From an optimization exercise on the open Yosys and OpenROAD flow, aimed at small area, a short achievable clock period and few clock cycles; shortcuts taken in it are not production practice.
Function was checked by simulation only, so behaviour that the tests miss may differ from the original.
No activity file was given, so power comes from the tool's default toggle rates.

[flow/run.sh]
#!/bin/bash
# synth_recipe.tcl (not shown) runs the flow's synth.tcl, then flattens the netlist and writes it again
# the make line also repeats each setting of config.mk as NAME=value (left out here)
make -C /OpenROAD-flow-scripts/flow DESIGN_CONFIG=/design/flow/config.mk WORK_HOME=/design/flow/orfs CLKGATE_MAP_FILE= SYNTH_SCRIPT=/design/flow/synth_recipe.tcl finish
[flow/constraint.sdc]
create_clock -name core_clock -period 5.5 [get_ports {clk}]
set_input_delay 1.1000 -clock core_clock [delete_from_list [all_inputs] [get_ports {clk}]]
set_output_delay 1.1000 -clock core_clock [all_outputs]
set_load 0.01 [all_outputs]
[flow/design.v]
`default_nettype none
module rbt_csr_regs (
    input  logic                       clk,
    input  logic                       rst,
    input  logic                       in_tvalid,
    input  logic                       in_tready,
    input  logic                       in_tlast,
    input  logic [16-1:0]     in_tuser,
    input  logic                       out_tvalid,
    input  logic                       out_tready,
    input  logic                       out_tlast,
    input  logic [16-1:0]     out_tuser,
    input  logic [16-1:0] wr_addr,
    input  logic [32-1:0] wr_data,
    input  logic                       wr_en,
    output logic                       wr_ack,
    input  logic [16-1:0] rd_addr,
    input  logic                       rd_en,
    output logic [32-1:0] rd_data,
    output logic                       rd_ack
);
    localparam logic [16-1:0] SCRATCH   = 16'h0000;
    localparam logic [16-1:0] CLEAR     = 16'h0004;
    localparam logic [16-1:0] IN_COUNT  = 16'h0010;
    localparam logic [16-1:0] IN_USER   = 16'h0014;
    localparam logic [16-1:0] OUT_COUNT = 16'h0018;
    localparam logic [16-1:0] OUT_USER  = 16'h001C;
    logic [16-1:0] wr_word;
    logic [16-1:0] rd_word;
    logic                   wr_go;
    logic                   rd_go;
    logic                   clear_hit;
    logic                   in_hit;
    logic                   out_hit;
    logic [32-1:0] rd_mux;
    logic [32-1:0] scratch;
    logic [32-1:0] in_count;
    logic [32-1:0] out_count;
    logic [16-1:0] in_user;
    logic [16-1:0] out_user;
    logic                   in_zero;
    logic                   out_zero;
    function automatic logic is_mapped(input logic [16-1:0] addr);
        case (addr)
            SCRATCH, CLEAR, IN_COUNT, IN_USER, OUT_COUNT, OUT_USER: is_mapped = 1'b1;
            default: is_mapped = 1'b0;
        endcase
    endfunction
    assign wr_word = ({wr_addr[16-1:2], 2'b00});
    assign rd_word = ({rd_addr[16-1:2], 2'b00});
    assign wr_go = wr_en && !wr_ack;
    assign rd_go = rd_en && !rd_ack;
    assign clear_hit = wr_go && (wr_word == CLEAR) && wr_data[0];
    assign in_hit = in_tvalid && in_tready && in_tlast;
    assign out_hit = out_tvalid && out_tready && out_tlast;
    always_comb begin
        case (rd_word)
            SCRATCH:   rd_mux = scratch;
            IN_COUNT:  rd_mux = in_zero ? '0 : in_count;
            IN_USER:   rd_mux = in_zero ? '0 : {16'h0000, in_user};
            OUT_COUNT: rd_mux = out_zero ? '0 : out_count;
            OUT_USER:  rd_mux = out_zero ? '0 : {16'h0000, out_user};
            default:   rd_mux = '0;
        endcase
    end
    always_ff @(posedge clk) begin
        if (rst) begin
            wr_ack <= 1'b0;
            rd_ack <= 1'b0;
            rd_data <= '0;
            scratch <= 32'h12345678;
        end else begin
            wr_ack <= wr_go && is_mapped(wr_word);
            rd_ack <= rd_go && is_mapped(rd_word);
            rd_data <= (rd_go && is_mapped(rd_word)) ? rd_mux : '0;
            if (wr_go && wr_word == SCRATCH) begin
                scratch <= wr_data;
            end
        end
    end
    always_ff @(posedge clk) begin
        if (rst) begin
            in_zero <= 1'b1;
            out_zero <= 1'b1;
        end else begin
            in_zero <= clear_hit || (in_zero && !in_hit);
            out_zero <= clear_hit || (out_zero && !out_hit);
        end
    end
    always_ff @(posedge clk) begin
        if (in_hit) begin
            in_count <= in_zero ? 32'd1 : in_count + 1'b1;
            in_user <= in_tuser;
        end
        if (out_hit) begin
            out_count <= out_zero ? 32'd1 : out_count + 1'b1;
            out_user <= out_tuser;
        end
    end
endmodule
`default_nettype wire
`default_nettype none
module rbt_send_top (
    input  logic                       clk,
    input  logic                       rst,
    input  logic [64-1:0]     s_tdata,
    input  logic [8-1:0]     s_tkeep,
    input  logic                       s_tvalid,
    output logic                       s_tready,
    input  logic                       s_tlast,
    input  logic [16-1:0]     s_tuser,
    output logic [64-1:0]     m_tdata,
    output logic [8-1:0]     m_tkeep,
    output logic                       m_tvalid,
    input  logic                       m_tready,
    output logic                       m_tlast,
    output logic [16-1:0]     m_tuser,
    input  logic [16-1:0] csr_wr_addr,
    input  logic [32-1:0] csr_wr_data,
    input  logic                       csr_wr_en,
    output logic                       csr_wr_ack,
    input  logic [16-1:0] csr_rd_addr,
    input  logic                       csr_rd_en,
    output logic [32-1:0] csr_rd_data,
    output logic                       csr_rd_ack
);
    localparam int ROWS = 32 - 2;
    localparam int W = 64 + 8 + 1 + 16;
    localparam int SEQ_LO = 8 + 1 + 16 + 16;
    localparam int TLAST_B = 16;
    localparam int NFLOW = 16;
    localparam int HMAX = 3;
    logic [ROWS-1:0][W-1:0] mem;
    logic [ROWS-1:0] wr_oh;
    logic [ROWS-1:0] rd_oh;
    logic            full_q;
    logic            ne_q;
    logic            rdy_q;
    logic            in_first;
    logic            hd_first;
    logic [W-1:0]    din;
    logic [W-1:0]    head;
    logic [W-1:0]    head_st;
    logic [W-1:0]    or_q;
    logic            or_valid;
    logic [W-1:0]    ox_q;
    logic            ox_valid;
    logic            ld_x;
    logic            push;
    logic            pop;
    logic            ld;
    logic            avail;
    logic            h1_valid;
    logic            h1_inc;
    logic [NFLOW-1:0] h1_oh;
    logic [15:0]     seq_ctr [NFLOW];
    logic [15:0]     seq_v;
    logic [15:0]     seq_rd;
    logic [15:0]     v_q;
    logic [15:0]     v_inc;
    logic [NFLOW-1:0] wb_oh;
    logic            fwd;
    logic [16:0]     sq [HMAX];
    logic [HMAX-1:0] sq_wp;
    logic [HMAX-1:0] sq_rp;
    logic [1:0]      sq_cnt;
    logic            sq_push;
    logic            sq_pop;
    logic [16:0]     sq_new;
    logic [16:0]     sq_head;
    assign din = {s_tdata, s_tkeep, s_tlast, s_tuser};
    assign push = s_tvalid && rdy_q;
    assign s_tready = rdy_q;
    genvar gi;
    generate
        for (gi = 0; gi < ROWS; gi++) begin : g_row
            always_ff @(posedge clk) begin
                if (wr_oh[gi]) begin
                    mem[gi] <= din;
                end
            end
        end
    endgenerate
    always_comb begin
        head = '0;
        for (int i = 0; i < ROWS; i++) begin
            head = head | (mem[i] & {W{rd_oh[i]}});
        end
        sq_head = '0;
        for (int k = 0; k < HMAX; k++) begin
            sq_head = sq_head | (sq[k] & {17{sq_rp[k]}});
        end
        head_st = head;
        if (hd_first && sq_head[16]) begin
            head_st[SEQ_LO +: 16] = sq_head[15:0];
        end
    end
    assign avail = ne_q && (!hd_first || (sq_cnt != 2'd0));
    assign ld_x = !ox_valid || m_tready;
    assign ld = !or_valid || ld_x;
    assign pop = ld && avail;
    assign sq_push = h1_valid;
    assign sq_pop = pop && hd_first;
    always_comb begin
        seq_rd = '0;
        for (int i = 0; i < NFLOW; i++) begin
            seq_rd = seq_rd | (seq_ctr[i] & {16{h1_oh[i]}});
        end
    end
    assign seq_v = fwd ? v_inc : seq_rd;
    assign sq_new = {h1_inc, seq_v};
    logic [ROWS-1:0] wr_nx;
    logic [ROWS-1:0] rd_nx;
    logic       one;
    logic       c30;
    logic       full_n;
    logic       in_first_n;
    logic       h1_valid_n;
    logic       p2;
    logic       p3;
    logic       p3_n;
    assign wr_nx = {wr_oh[ROWS-2:0], wr_oh[ROWS-1]};
    assign rd_nx = {rd_oh[ROWS-2:0], rd_oh[ROWS-1]};
    assign one = |(wr_oh & rd_nx);
    assign c30 = |(wr_nx & rd_oh);
    assign p2 = (({1'b0, h1_valid} + {1'b0, sq_cnt}) == 3'd2);
    assign p3 = (({1'b0, h1_valid} + {1'b0, sq_cnt}) == 3'd3);
    assign full_n = !pop && (full_q || (push && c30));
    assign in_first_n = push ? s_tlast : in_first;
    assign h1_valid_n = push && in_first;
    assign p3_n = (p3 && !(sq_pop && !h1_valid_n)) || (p2 && h1_valid_n && !sq_pop);
    always_ff @(posedge clk) begin
        if (rst) begin
            wr_oh <= {{(ROWS-1){1'b0}}, 1'b1};
            rd_oh <= {{(ROWS-1){1'b0}}, 1'b1};
            full_q <= 1'b0;
            ne_q <= 1'b0;
            rdy_q <= 1'b1;
            in_first <= 1'b1;
            hd_first <= 1'b1;
            or_valid <= 1'b0;
            ox_valid <= 1'b0;
            h1_valid <= 1'b0;
            sq_cnt <= '0;
            sq_wp <= {{(HMAX-1){1'b0}}, 1'b1};
            sq_rp <= {{(HMAX-1){1'b0}}, 1'b1};
        end else begin
            if (full_n) begin
                wr_oh <= '0;
            end else if (full_q) begin
                wr_oh <= rd_oh;
            end else if (push) begin
                wr_oh <= wr_nx;
            end
            if (pop) begin
                rd_oh <= rd_nx;
                hd_first <= head[TLAST_B];
            end
            full_q <= full_n;
            ne_q <= push || (ne_q && !(pop && one));
            in_first <= in_first_n;
            rdy_q <= !full_n && !(in_first_n && p3_n);
            if (ld) begin
                or_valid <= avail;
            end
            if (ld_x) begin
                ox_valid <= or_valid;
            end
            h1_valid <= h1_valid_n;
            sq_cnt <= sq_cnt + {1'b0, sq_push} - {1'b0, sq_pop};
            if (sq_push) begin
                sq_wp <= {sq_wp[HMAX-2:0], sq_wp[HMAX-1]};
            end
            if (sq_pop) begin
                sq_rp <= {sq_rp[HMAX-2:0], sq_rp[HMAX-1]};
            end
        end
    end
    always_ff @(posedge clk) begin
        for (int i = 0; i < NFLOW; i++) begin
            h1_oh[i] <= (s_tdata[3:0] == 4'(i));
        end
        h1_inc <= !s_tdata[8];
        fwd <= h1_valid && h1_inc && h1_oh[s_tdata[3:0]];
    end
    always_ff @(posedge clk) begin
        v_q <= seq_v;
        for (int i = 0; i < NFLOW; i++) begin
            wb_oh[i] <= !rst && h1_valid && h1_inc && h1_oh[i];
        end
    end
    assign v_inc = v_q + 16'd1;
    always_ff @(posedge clk) begin
        for (int i = 0; i < NFLOW; i++) begin
            if (rst) begin
                seq_ctr[i] <= '0;
            end else if (wb_oh[i]) begin
                seq_ctr[i] <= v_inc;
            end
        end
    end
    always_ff @(posedge clk) begin
        for (int k = 0; k < HMAX; k++) begin
            if (sq_push && sq_wp[k]) begin
                sq[k] <= sq_new;
            end
        end
    end
    always_ff @(posedge clk) begin
        if (ld) begin
            or_q <= head_st;
        end
    end
    always_ff @(posedge clk) begin
        if (rst) begin
            ox_q <= '0;
        end else if (ld_x) begin
            ox_q <= or_q;
        end
    end
    assign m_tvalid = ox_valid;
    assign {m_tdata, m_tkeep, m_tlast, m_tuser} = ox_q;
    rbt_csr_regs csr_regs_inst (
        .clk        (clk),
        .rst        (rst),
        .in_tvalid  (s_tvalid),
        .in_tready  (rdy_q),
        .in_tlast   (s_tlast),
        .in_tuser   (s_tuser),
        .out_tvalid (ox_valid),
        .out_tready (m_tready),
        .out_tlast  (ox_q[TLAST_B]),
        .out_tuser  (ox_q[16-1:0]),
        .wr_addr    (csr_wr_addr),
        .wr_data    (csr_wr_data),
        .wr_en      (csr_wr_en),
        .wr_ack     (csr_wr_ack),
        .rd_addr    (csr_rd_addr),
        .rd_en      (csr_rd_en),
        .rd_data    (csr_rd_data),
        .rd_ack     (csr_rd_ack)
    );
endmodule
`default_nettype wire
[flow/config.mk]
export PLATFORM = sky130hd
export DESIGN_NAME = rbt_send_top
export DESIGN_NICKNAME = rbt_send_top
export VERILOG_FILES = /design/flow/design.v
export SDC_FILE = /design/flow/constraint.sdc
export NUM_CORES = 4
export LEC_CHECK = 0
export ABC_CLOCK_PERIOD_IN_PS = 2500
export CAP_MARGIN = 20
export CORE_MARGIN = 2
export CORE_UTILIZATION = 58
export CTS_CLUSTER_DIAMETER = 150
export CTS_CLUSTER_SIZE = 20
export SETUP_SLACK_MARGIN = 3.2
export SLEW_MARGIN = 20
==> results of run 1 <==
cell usage after synthesis (4+ instances only):
cell type  count  area [um^2]
a2111oi_0      6         52.6
a211oi_1     241         1810
a21oi_1      247         1240
a221oi_1     123         1080
a222oi_1      25          250
a22o_1       169         1480
a22oi_1     1279         9600
and2_1        22          138
and3_1        29          181
and4_1         4         35.0
buf_1         96          360
buf_2          4         20.0
clkbuf_1     449         1690
dfxtp_1      539        10800
edfxtp_1    2906        87300
ha_1           7         87.6
inv_1         21         78.8
mux2i_1       16          160
mux4_2         5          113
nand2_1      422         1580
nand2b_1       7         43.8
nand3_1      232         1160
nand4_1      208         1300
nor2_1       354         1330
nor2b_1        7         43.8
nor3_1        60          300
nor4_1        30          188
nor4_2         4         50.1
o21ai_0        8         40.0
or3_1          6         37.5
or4_1         75          563
xnor2_1       36          315
xor2_1        34          298
worst min-delay path: cells and delay by family, from the launching register on:
kind	cells	cell delay, ns
AOI/OAI and AO/OA	1	0.05
DFF	1	0.32
and+or+nand+nor	1	0.05
routing by layer:
layer	GRT usage [%]	share of wire, %
met1	56.9	37
met2	61.7	45
met3	8.30	14
met4	13.6	4.4
met5	0	0.018
power by group through the flow:
| stage | clock network (W) | logic [W] | registers (W) |
|---|---|---|---|
| after floorplan | 0 | 0.00132 | 0.0300 |
| after global placement | 0 | 0.00297 | 0.0303 |
| after detailed placement | 0 | 0.00301 | 0.0303 |
| after CTS | 0.0150 | 0.00344 | 0.0297 |
| after global routing | 0.0159 | 0.00376 | 0.0297 |
| final | 0.0150 | 0.00361 | 0.0297 |
registers in the layout (all words and copies together) (netlist names), 2 cells and up:
signal and cells:
csr_regs_inst.in_count 32, csr_regs_inst.in_user 16, csr_regs_inst.out_count 32, csr_regs_inst.out_user 16, csr_regs_inst.rd_data 32, csr_regs_inst.scratch 32
h1_oh 16, mem 2670, or_q 89, ox_q 89, rd_oh 30, seq_ctr 256
sq 51, sq_cnt 2, sq_rp 3, sq_wp 3, v_q 16, wb_oh 16
wr_oh 30
layout by cell type (no fill, tap or decap), types with 17 or more instances in the layout:
master and instances:
clkdlybuf4s50_1 138, buf_4 211, nor2_1 352, dfxtp_2 105, dfxtp_4 83, a221oi_1 122, buf_6 170, edfxtp_1 2906
nand3_1 231, nor3_1 58, a21oi_1 237, diode_2 22, nand4_1 208, clkbuf_16 196, a22o_1 169, nand2_1 407
or4_1 68, dfxtp_1 351, buf_12 51, xor2_1 30, and2_1 21, xnor2_1 36, a222oi_1 25, buf_2 21
inv_1 18, buf_16 17, clkbuf_1 135, a211oi_1 240, buf_8 17, a22oi_1 1268, and3_1 27
cells by family after synthesis:
family / synth area share (%)
compound gates: 12.6
xor+xnor: 0.495
simple gates: 5.76
mux: 0.220
fa+ha+maj: 0.0707
flops: 79.1
buf+inv: 1.74
stage by stage:
stage / total power, W / setup WS [ns] / hold WS (ns) / util [%]
final: 0.0483 / 2.95 / 0.452 / 65.6
after global routing: 0.0494 / 2.94 / 0.477 / 65.6
after global placement: 0.0333 / 1.54 / 0.439 / 61.4
after detailed placement: 0.0333 / 1.52 / 0.444 / 61.4
after CTS: 0.0482 / 2.93 / 0.455 / 65.1
after floorplan: 0.0314 / 0.484 / 0.432 / -
cell type report:
cell class | count | area, um^2
multi-input cells | 3684 | 24300
clock inverters | 12 | 171
inverters | 21 | 86.3
flip-flops and latches | 3445 | 98500
repair buffers | 645 | 7220
clock buffers | 329 | 5360
diodes | 22 | 55.1
well taps | 2821 | 3530
fillers | 14967 | 73000
repair inverters | 2 | 12.5
worst paths after layout:
| kind | from | end |
|---|---|---|
| setup / recovery | ox_q[16]$_SDFFE_PP0P_ | m_tlast |
| hold / removal | csr_regs_inst.scratch[15]$_SDFFE_PP0P_ | csr_regs_inst.rd_data[15]$_SDFF_PP0_ |
| setup reg to reg | wr_oh[22]$_SDFFE_PP0P_ | mem[1969]$_DFFE_PP_ |
| hold reg to reg | csr_regs_inst.scratch[15]$_SDFFE_PP0P_ | csr_regs_inst.rd_data[15]$_SDFF_PP0_ |
timing repair:
| action | in CTS | in global routing |
|---|---|---|
| gates resized for setup | 898 | 98 |
| gates cloned | 17 | 3 |
| hold buffers | 0 | 0 |
| setup buffers | 88 | 58 |
| setup endpoints to repair | 953 | 312 |
| pin swaps | 9 | 10 |
==> flow_summary.yaml, run 1 <==
outcome:
  status: "complete, no violations"
global_routing:
  grt_usage_pct: 39.8
  grt_start_max_net_pins: 226
  antenna_found_initial: 29
  grt_pass1_vias: 73422
  grt_pass1_wl_um: 599000
  grt_overflow_total: 0
final_layout:
  final_cells: 10981
  area_delta_synth_final_pct: 12.4
  final_area_mm2: 0.139
  fin_nets: 8155
  drive_gt1_share_pct: 12.4
sta:
  finalHoldViolations: 0
  period_share_pct: 46.3
  clock_skew_ns: 0.0328
  fin_crit_ns: 2.55
  slew_headroom_pct: 17.9
  worstMarginPinSlew_ns: 1.23
  slew_viol_final: 0
  fmax_mhz: 393
  finalSetupViolCount: 0
  finalSetupTns_ns: 0
  rsz0062_at_grt: "yes"
cts:
  cts_buffers: 190
  cts-root-buf: "clkbuf_16"
  cts_sinks: 3445
  clk_pin_slew_worst_paths_ns: 0.09
  cts_tree: "done"
  clock_latency_ns: 0.89
  cts-htree-levels: 4
  cts_buffer_depth: 3
worst_setup_path:
  critical_path_buf_inv_count: 1
  cp_top_family: "flip-flops"
  worstPathMaxFanout: 3
  slowest_delay_ns: 0.40
  cp-end-kind: "output pin"
  ff2ff_path_depth: 2
  path_class: "reg -> out"
  required_ns: 4.40
  startpoint_type: "flip-flop"
  cp_num_cells: 1
  critPathSlowestCell: "dfxtp_4"
  arrival_ns: 1.45
  r2r_slack_ns: 3.10
  crit_chain: "buf_8"
worst_hold_path:
  hp-class: "reg -> reg"
  hold_depth: 2
power:
  seqPwrFrac_pct: 61.4
  internal_power_w: 0.0371
  clkPwrFrac_pct: 31.1
  p_per_area_mw_per_mm2: 347
  sw_frac_of_total_pct: 23.2
  pwr-share-comb_pct: 7.5
  p_leak_nw: 43.6
  ir_drop_v: 0.000363
  netSwitchingPower_w: 0.0112
detailed_routing:
  vias: 80229
  wire_per_inst_um: 40.1
  drt_wl_total_um: 441000
  ant_nets: 0
  drtPass1Iterations: 7
  drt-initial-drc-count: 13501
  drc: 0
  viasPerCell: 7.31
die:
  io_pins: 284
  dieArea_mm2: 0.217
  rows: 169
  fp.dieH_um: 466
  core_mm2: 0.212
  initial_utilization_pct: 58.4
  die_w_um: 466
place:
  io_buffers: 279
  dpl_cell_area_mm2: 0.130
  post-dp-hpwl_um: 202000
  place_inst: 10450
  place_congestion: 0.809
synth:
  seq_area_frac_synth_pct: 79.1
  yosys_warnings: 4
  synth.distinct_cells: 50
  syn_inst: 7696
  synth_ff_type: "edfxtp_1"
  synth_area_mm2: 0.124
  syn_nets: 7862
  synth_edf_count: 2906
  asyncSetResetFlopFracSynth_pct: 0
  post_synth.cell_area_avg_um2: 16.1
  synth-seq-cells: 3445
job:
  cap_violations: 0
Testbench counts, summed over its fixed seeds: cycles 16,423.
==> inputs of run 2 (changes only) <==
--- a/flow/design.v
+++ b/flow/design.v
@@ -31,6 +31,4 @@
     logic                   rd_go;
     logic                   clear_hit;
-    logic                   in_hit;
-    logic                   out_hit;
     logic [32-1:0] rd_mux;
     logic [32-1:0] scratch;
@@ -39,6 +37,4 @@
     logic [16-1:0] in_user;
     logic [16-1:0] out_user;
-    logic                   in_zero;
-    logic                   out_zero;
     function automatic logic is_mapped(input logic [16-1:0] addr);
         case (addr)
@@ -52,13 +48,11 @@
     assign rd_go = rd_en && !rd_ack;
     assign clear_hit = wr_go && (wr_word == CLEAR) && wr_data[0];
-    assign in_hit = in_tvalid && in_tready && in_tlast;
-    assign out_hit = out_tvalid && out_tready && out_tlast;
     always_comb begin
         case (rd_word)
             SCRATCH:   rd_mux = scratch;
-            IN_COUNT:  rd_mux = in_zero ? '0 : in_count;
-            IN_USER:   rd_mux = in_zero ? '0 : {16'h0000, in_user};
-            OUT_COUNT: rd_mux = out_zero ? '0 : out_count;
-            OUT_USER:  rd_mux = out_zero ? '0 : {16'h0000, out_user};
+            IN_COUNT:  rd_mux = in_count;
+            IN_USER:   rd_mux = {16'h0000, in_user};
+            OUT_COUNT: rd_mux = out_count;
+            OUT_USER:  rd_mux = {16'h0000, out_user};
             default:   rd_mux = '0;
         endcase
@@ -80,20 +74,18 @@
     end
     always_ff @(posedge clk) begin
-        if (rst) begin
-            in_zero <= 1'b1;
-            out_zero <= 1'b1;
+        if (rst || clear_hit) begin
+            in_count <= '0;
+            in_user <= '0;
+            out_count <= '0;
+            out_user <= '0;
         end else begin
-            in_zero <= clear_hit || (in_zero && !in_hit);
-            out_zero <= clear_hit || (out_zero && !out_hit);
-        end
-    end
-    always_ff @(posedge clk) begin
-        if (in_hit) begin
-            in_count <= in_zero ? 32'd1 : in_count + 1'b1;
-            in_user <= in_tuser;
-        end
-        if (out_hit) begin
-            out_count <= out_zero ? 32'd1 : out_count + 1'b1;
-            out_user <= out_tuser;
+            if (in_tvalid && in_tready && in_tlast) begin
+                in_count <= in_count + 1'b1;
+                in_user <= in_tuser;
+            end
+            if (out_tvalid && out_tready && out_tlast) begin
+                out_count <= out_count + 1'b1;
+                out_user <= out_tuser;
+            end
         end
     end
--- a/flow/config.mk
+++ b/flow/config.mk
@@ -9,7 +9,7 @@
 export CAP_MARGIN = 20
 export CORE_MARGIN = 2
-export CORE_UTILIZATION = 58
+export CORE_UTILIZATION = 61
 export CTS_CLUSTER_DIAMETER = 150
 export CTS_CLUSTER_SIZE = 20
-export SETUP_SLACK_MARGIN = 3.2
+export SETUP_SLACK_MARGIN = 3.25
 export SLEW_MARGIN = 20
==> run 2 against run 1 <==
Routed wire length down 0.30%. Clock power about the same. Sequential share of layout area down 0.56 points. Via count up 0.90%. Setup slack worse by 0.015 ns. Area after synthesis down 0.64%. Cell area down 0.23%. Global-route usage up 2.3 points. Combinational power down 27%. Synthesized cell count up 0.79%. Largest power group unchanged. Sequential power down 2%. Utilization up 3.8 points.
==> flow_summary.yaml, run 2 <==
detailed_routing:
  vias: 80948
  ant_nets: 0
  drt_wl_total_um: 439000
  drc: 0
  drtPass1Iterations: 11
  wire_per_inst_um: 40.3
  viasPerCell: 7.43
  drt-initial-drc-count: 14752
synth:
  synth.area.top_cells: "edfxtp_1, dfxtp_1, a22oi_1"
  post_synth.cell_area_avg_um2: 15.9
  synth_ff_type: "edfxtp_1"
  yosys_warnings: 4
  synth-seq-cells: 3443
  synth_top_cell_by_area: "edfxtp_1"
  syn_inst: 7757
  seq_area_frac_synth_pct: 78.8
  synth_most_common_cell: "edfxtp_1"
  synth_edf_count: 2810
  synthTopCellsByCount: "edfxtp_1, a22oi_1, dfxtp_1, clkbuf_1, nand2_1"
  synth_area_mm2: 0.123
  synth.distinct_cells: 49
  asyncSetResetFlopFracSynth_pct: 0
  syn_nets: 7923
  synth_top_area_share_pct: 68.5
worst_setup_path:
  critPathSlowestCell: "dfxtp_4"
  required_ns: 4.40
  slowest_delay_ns: 0.45
  path_class: "reg -> out"
  startpoint_type: "flip-flop"
  cp-end-kind: "output pin"
  cp_top_family: "flip-flops"
  critical_path_buf_inv_count: 1
  crit_chain: "buf_6"
  arrival_ns: 1.46
  worstPathMaxFanout: 2
sta:
  clock_skew_ns: 0.0354
  finalSetupViolCount: 0
  fin_crit_ns: 2.56
  slew_headroom_pct: 19.1
  finalSetupTns_ns: 0
  rsz0062_at_grt: "yes"
  finalHoldViolations: 0
  period_share_pct: 46.6
  slew_viol_final: 0
  fmax_mhz: 391
  worstMarginPinSlew_ns: 1.21
final_layout:
  fin_nets: 8237
  fill_cells: 13279
  final_common_cell: "edfxtp_1"
  multi_input_area_mm2: 0.0247
  regArea_mm2: 0.0975
  drive_gt1_share_pct: 12.6
  reg_top3: "mem (2670), seq_ctr (256)"
  area_delta_synth_final_pct: 12.8
  top_register: "mem"
  layout_common_cells: "edfxtp_1, a22oi_1, dfxtp_1"
  largest_reg_flops: 2670
  final_util_pct: 69.4
job:
  cap_violations: 0
place:
  io_buffers: 279
  place_congestion: 0.817
  post-dp-hpwl_um: 197000
die:
  core_mm2: 0.200
  io_pins: 284
  dieArea_mm2: 0.205
  fp.dieH_um: 453
  rows: 164
  initial_utilization_pct: 61.5
  die_w_um: 453
cts:
  cts_tree: "done"
  clk_pin_slew_worst_paths_ns: 0.08
  cts-root-buf: "clkbuf_16"
  cts-htree-levels: 4
  clock_latency_ns: 0.89
  cts_buffers: 190
  hold_buffers: 0
  cts_sinks: 3443
  cts_buffer_depth: 3
global_routing:
  grt_usage_pct: 42.1
  grt_pass1_vias: 74349
  grt_start_max_net_pins: 225
  grt_overflow_total: 0
  antenna_found_initial: 40
  grt_pass1_wl_um: 595000
power:
  p_leak_nw: 43.7
  ir_drop_v: 0.000334
  p_per_area_mw_per_mm2: 337
worst_hold_path:
  hp-class: "reg -> reg"
outcome:
  status: "complete, no violations"
## run 2: what timing repair did
item / in CTS / in global routing
buffers inserted: 138 / 51
endpoints found under the setup margin: 746 / 278
gates resized for setup: 879 / 85
cloned: 19 / 5
pin swaps: 12 / 9
## run 2: power breakdown
part	switching, W	internal, W	leakage [nW]
Clock	0.00823	0.00670	2.61
Combinational	0.00169	0.000954	10.3
Sequential	0.000435	0.0288	30.8
Total	0.0104	0.0364	43.7
## run 2: path summary, 6_finish.rpt
check / from / endpoint / slack [ns] / cells after the start
max: ox_q[79]$_SDFFE_PP0P_ / m_tdata[54] / 2.94 / 1
min: ox_q[63]$_SDFFE_PP0P_ / ox_q[63]$_SDFFE_PP0P_ / 0.46 / 2
max reg2reg: wr_oh[11]$_SDFFE_PP0P_ / mem[1016]$_DFFE_PP_ / 3.15 / 1
min reg2reg: ox_q[63]$_SDFFE_PP0P_ / ox_q[63]$_SDFFE_PP0P_ / 0.46 / 2
## run 2: cells by family (layout without fill, tap and decap cells)
| kind of cell | after synthesis | in the layout | synth area share [%] |
|---|---|---|---|
| xor+xnor | 77 | 77 | 0.548 |
| fa+ha+maj | 7 | 7 | 0.0711 |
| buf+inv | 575 | 1027 | 1.75 |
| compound gates | 2099 | 2100 | 12.6 |
| simple gates | 1535 | 1536 | 6.00 |
| mux | 21 | 21 | 0.222 |
| flops | 3443 | 3443 | 78.8 |
| other cells | 0 | 23 | 0 |
## run 2: routing by layer
metal / global-route usage [%] / part of all wire [%] / vias up
met1: 57.4 / 34 / 40896
li1: - / - / 31735
met2: 64.7 / 45 / 6976
met4: 19.8 / 5.8 / 33
met3: 9.98 / 14 / 1308
met5: 0.979 / 0.12 / -
## run 2: final cells by class
class	instances	area share (%)
diodes	23	0.0414
clock buffers	326	3.88
flip-flops and latches	3443	70.2
well taps	2656	2.39
multi-input cells	3741	17.8
clock inverters	6	0.0621
repair buffers	679	5.64
inverters	16	0.0432
## run 2: tightest hold or removal path: stages, from the launching register on
cell and delay, ns:
dfxtp_2 0.33, nand2_1 0.05, a21oi_1 0.05
## run 2: stage by stage
step	hold slack, ns	total power, W	std cells	cell area (um^2)	worst slack (ns)
after floorplan	0.431	0.0305	7757	124000	0.133
after global placement	0.437	0.0319	10322	129000	1.91
after detailed placement	0.443	0.0320	10322	129000	1.88
after CTS	0.460	0.0466	10811	138000	2.93
after global routing	0.476	0.0478	10881	139000	2.94
final	0.459	0.0468	10890	139000	2.94
Testbench counts of run 2, summed over its fixed seeds: cycles 16,423.
==> inputs of run 3 (changes only) <==
--- a/flow/config.mk
+++ b/flow/config.mk
@@ -9,7 +9,7 @@
 export CAP_MARGIN = 20
 export CORE_MARGIN = 2
-export CORE_UTILIZATION = 61
+export CORE_UTILIZATION = 58
 export CTS_CLUSTER_DIAMETER = 150
 export CTS_CLUSTER_SIZE = 20
-export SETUP_SLACK_MARGIN = 3.25
+export SETUP_SLACK_MARGIN = 3.15
 export SLEW_MARGIN = 20
==> run 3 against run 2 <==
Clock skew is 0.0031 ns higher. Fmax rose by 0.88%. Cell area down 0.39%. Clock-buffer cell count grew 13. Synthesized cell count is the same. Critical path depth unchanged. Critical endpoint is now s_tready.
==> flow_summary.yaml, run 3 <==
power:
  pwr-share-comb_pct: 5.6
  internal_power_w: 0.0364
  seqPwrFrac_pct: 62.3
  sw_frac_of_total_pct: 22.2
  clkPwrFrac_pct: 32.0
  p_leak_nw: 43.2
  netSwitchingPower_w: 0.0104
  p_per_area_mw_per_mm2: 338
  ir_drop_v: 0.000384
die:
  initial_utilization_pct: 58.2
  io_pins: 284
  rows: 169
  dieArea_mm2: 0.216
  die_w_um: 465
  core_mm2: 0.212
  fp.dieH_um: 465
final_layout:
  top_register: "mem"
  final_common_cell: "edfxtp_1"
  regArea_mm2: 0.0975
  drive_gt1_share_pct: 12.0
  largest_reg_flops: 2670
  reg_top3: "mem (2670), seq_ctr (256)"
  layout_common_cells: "edfxtp_1, a22oi_1, nand2_1, dfxtp_1, nor2_1"
  multi_input_area_mm2: 0.0246
  fin_nets: 8183
  area_delta_synth_final_pct: 12.4
  fill_cells: 14929
  final_util_pct: 65.4
synth:
  syn_nets: 7923
  seq_area_frac_synth_pct: 78.8
  synth_area_mm2: 0.123
  synth_most_common_cell: "edfxtp_1"
  synthTopCellsByCount: "edfxtp_1, a22oi_1, dfxtp_1, clkbuf_1, nand2_1"
  asyncSetResetFlopFracSynth_pct: 0
  synth_top_area_share_pct: 68.5
  yosys_warnings: 4
  post_synth.cell_area_avg_um2: 15.9
  synth_top_cell_by_area: "edfxtp_1"
  synth.area.top_cells: "edfxtp_1, dfxtp_1, a22oi_1"
  synth_edf_count: 2810
  synth-seq-cells: 3443
  synth.distinct_cells: 49
  synth_ff_type: "edfxtp_1"
  syn_inst: 7757
place:
  place_congestion: 0.815
  io_buffers: 279
  post-dp-hpwl_um: 196000
global_routing:
  grt_overflow_total: 0
  antenna_found_initial: 28
  grt_pass1_wl_um: 589000
  grt_start_max_net_pins: 154
  grt_usage_pct: 39.3
  grt_pass1_vias: 73702
sta:
  fmax_mhz: 394
  clock_skew_ns: 0.0385
  period_share_pct: 46.2
  finalHoldViolations: 0
  worstMarginPinSlew_ns: 1.31
  finalSetupTns_ns: 0
  slew_viol_final: 0
  hold_ws_ns: 0.457
  slew_headroom_pct: 12.5
  fin_crit_ns: 2.54
  finalSetupViolCount: 0
  rsz0062_at_grt: "yes"
detailed_routing:
  viasPerCell: 7.27
  drt-initial-drc-count: 13580
  drc: 0
  ant_nets: 0
  drtPass1Iterations: 7
  vias: 80074
  wire_per_inst_um: 39.6
  drt_wl_total_um: 436000
worst_setup_path:
  required_ns: 4.40
  slowest_delay_ns: 0.42
  cp_num_cells: 1
  critPathSlowestCell: "dfxtp_4"
  ff2ff_path_depth: 6
  cp_top_family: "flip-flops"
  cp-end-kind: "output pin"
  arrival_ns: 1.44
  startpoint_type: "flip-flop"
  worstPathMaxFanout: 2
  crit_chain: "buf_6"
  critical_path_buf_inv_count: 1
  path_class: "reg -> out"
cts:
  cts-root-buf: "clkbuf_16"
  cts-htree-levels: 4
  cts_tree: "done"
  hold_buffers: 0
  cts_sinks: 3443
  clock_latency_ns: 0.90
  cts_buffers: 190
  cts_buffer_depth: 3
  clk_pin_slew_worst_paths_ns: 0.08
worst_hold_path:
  hp-class: "reg -> reg"
  hold_depth: 2
job:
  cap_violations: 0
outcome:
  status: "complete, no violations"
run 3: cell types whose count changed in the layout (fill, tap and decap cells not counted), moves of 6 or more:
cell             delta
clkdlybuf4s50_1     +6
diode_2             -8
dlymetal6s2s_1      -6
dfxtp_2            +11
bufbuf_16           -8
clkbuf_1           +14
buf_4              -31
buf_8               -9
dfxtp_4             -8
run 3: through the flow:
stage	worst slack, ns	cells	total power (W)	cell area [um^2]
after global placement	1.60	10487	0.0320	130000
after global routing	2.96	10997	0.0479	138000
after detailed placement	1.71	10488	0.0320	130000
after floorplan	0.133	7757	0.0305	124000
after CTS	2.95	10941	0.0467	138000
final	2.96	11007	0.0468	138000
run 3: power by group through the flow:
stage / logic, W / registers [W] / clock network (W)
floorplan: 0.000926 / 0.0296 / 0
global placement: 0.00222 / 0.0298 / 0
detailed placement: 0.00225 / 0.0298 / 0
CTS: 0.00251 / 0.0292 / 0.0150
global route: 0.00275 / 0.0292 / 0.0159
finish: 0.00263 / 0.0292 / 0.0150
run 3: area by class of cell:
class / count / area share (%)
clock buffers: 339 / 3.92
multi-input cells: 3740 / 17.8
clock inverters: 7 / 0.0633
inverters: 16 / 0.0434
diodes: 15 / 0.0271
well taps: 2821 / 2.55
flip-flops and latches: 3443 / 70.4
repair buffers: 626 / 5.16
run 3: final timing paths:
| check | startpoint | endpoint | slack (ns) |
|---|---|---|---|
| max reg2reg | wr_oh[9]$_SDFFE_PP0P_ | ne_q$_SDFF_PP0_ | 3.08 |
| min | ox_q[23]$_SDFFE_PP0P_ | ox_q[23]$_SDFFE_PP0P_ | 0.46 |
| min reg2reg | ox_q[23]$_SDFFE_PP0P_ | ox_q[23]$_SDFFE_PP0P_ | 0.46 |
| max | rdy_q$_SDFF_PP1_ | s_tready | 2.96 |
run 3: cell families (layout without fill, tap and decap cells):
logic type | Yosys count | in the layout | share of synthesized area [%]
buffers and inverters | 575 | 988 | 1.75
XOR/XNOR | 77 | 77 | 0.548
other | 0 | 15 | 0
AND/OR/NAND/NOR | 1535 | 1536 | 6.00
AO/OA/AOI/OAI | 2099 | 2099 | 12.6
multiplexers | 21 | 21 | 0.222
flip-flops | 3443 | 3443 | 78.8
adder cells (fa/ha/maj) | 7 | 7 | 0.0711
run 3: what timing repair did:
item,in CTS,in global routing
pin swaps,6,7
gates resized for setup,860,79
setup buffers,97,45
endpoints found under the hold margin,0,0
endpoints found under the setup margin,715,329
cloned,10,4
run 3: routing by layer:
| metal | wire, um | up-vias | part of all wire (%) | GRT usage, % |
|---|---|---|---|---|
| met5 | 186 | - | 0.043 | 0 |
| met4 | 20100 | 28 | 4.6 | 14.9 |
| met3 | 57600 | 1114 | 13 | 7.99 |
| met2 | 199000 | 6102 | 46 | 61.1 |
| met1 | 159000 | 41177 | 36 | 55.1 |
| li1 | - | 31653 | - | - |

## static timing again, ports no longer ideal
In the flow no input, the clock included, has a driving cell. The finished layouts below were timed again as built, in two steps. Step 1 (the two cells are an assumption about what drives the block):
set clk [get_ports {clk}]
set_driving_cell -lib_cell sky130_fd_sc_hd__clkbuf_16 $clk
set_driving_cell -lib_cell sky130_fd_sc_hd__buf_2 [delete_from_list [all_inputs] $clk]
Step 2, shift: input delay + t, output delay - t, t = (earliest + latest rising clock arrival at the registers) / 2. This alone moves slack from input paths to output paths. Three values: no drivers, after step 1, after step 2; two values: the first two.
run	t (ns)	setup slack, ns	latest minus earliest clock arrival (ns)
run 1	0.968	2.955 / 2.863 / 2.261	0.035 / 0.035
run 2	0.965	2.939 / 2.840 / 2.367	0.040 / 0.040
run 3	0.978	2.962 / 2.863 / 2.266	0.045 / 0.045
After both steps setup and hold are still met in every run listed. The setup slack of run 3, which loses most, moves by -0.099 ns with the drivers and by -0.696 ns with both steps.
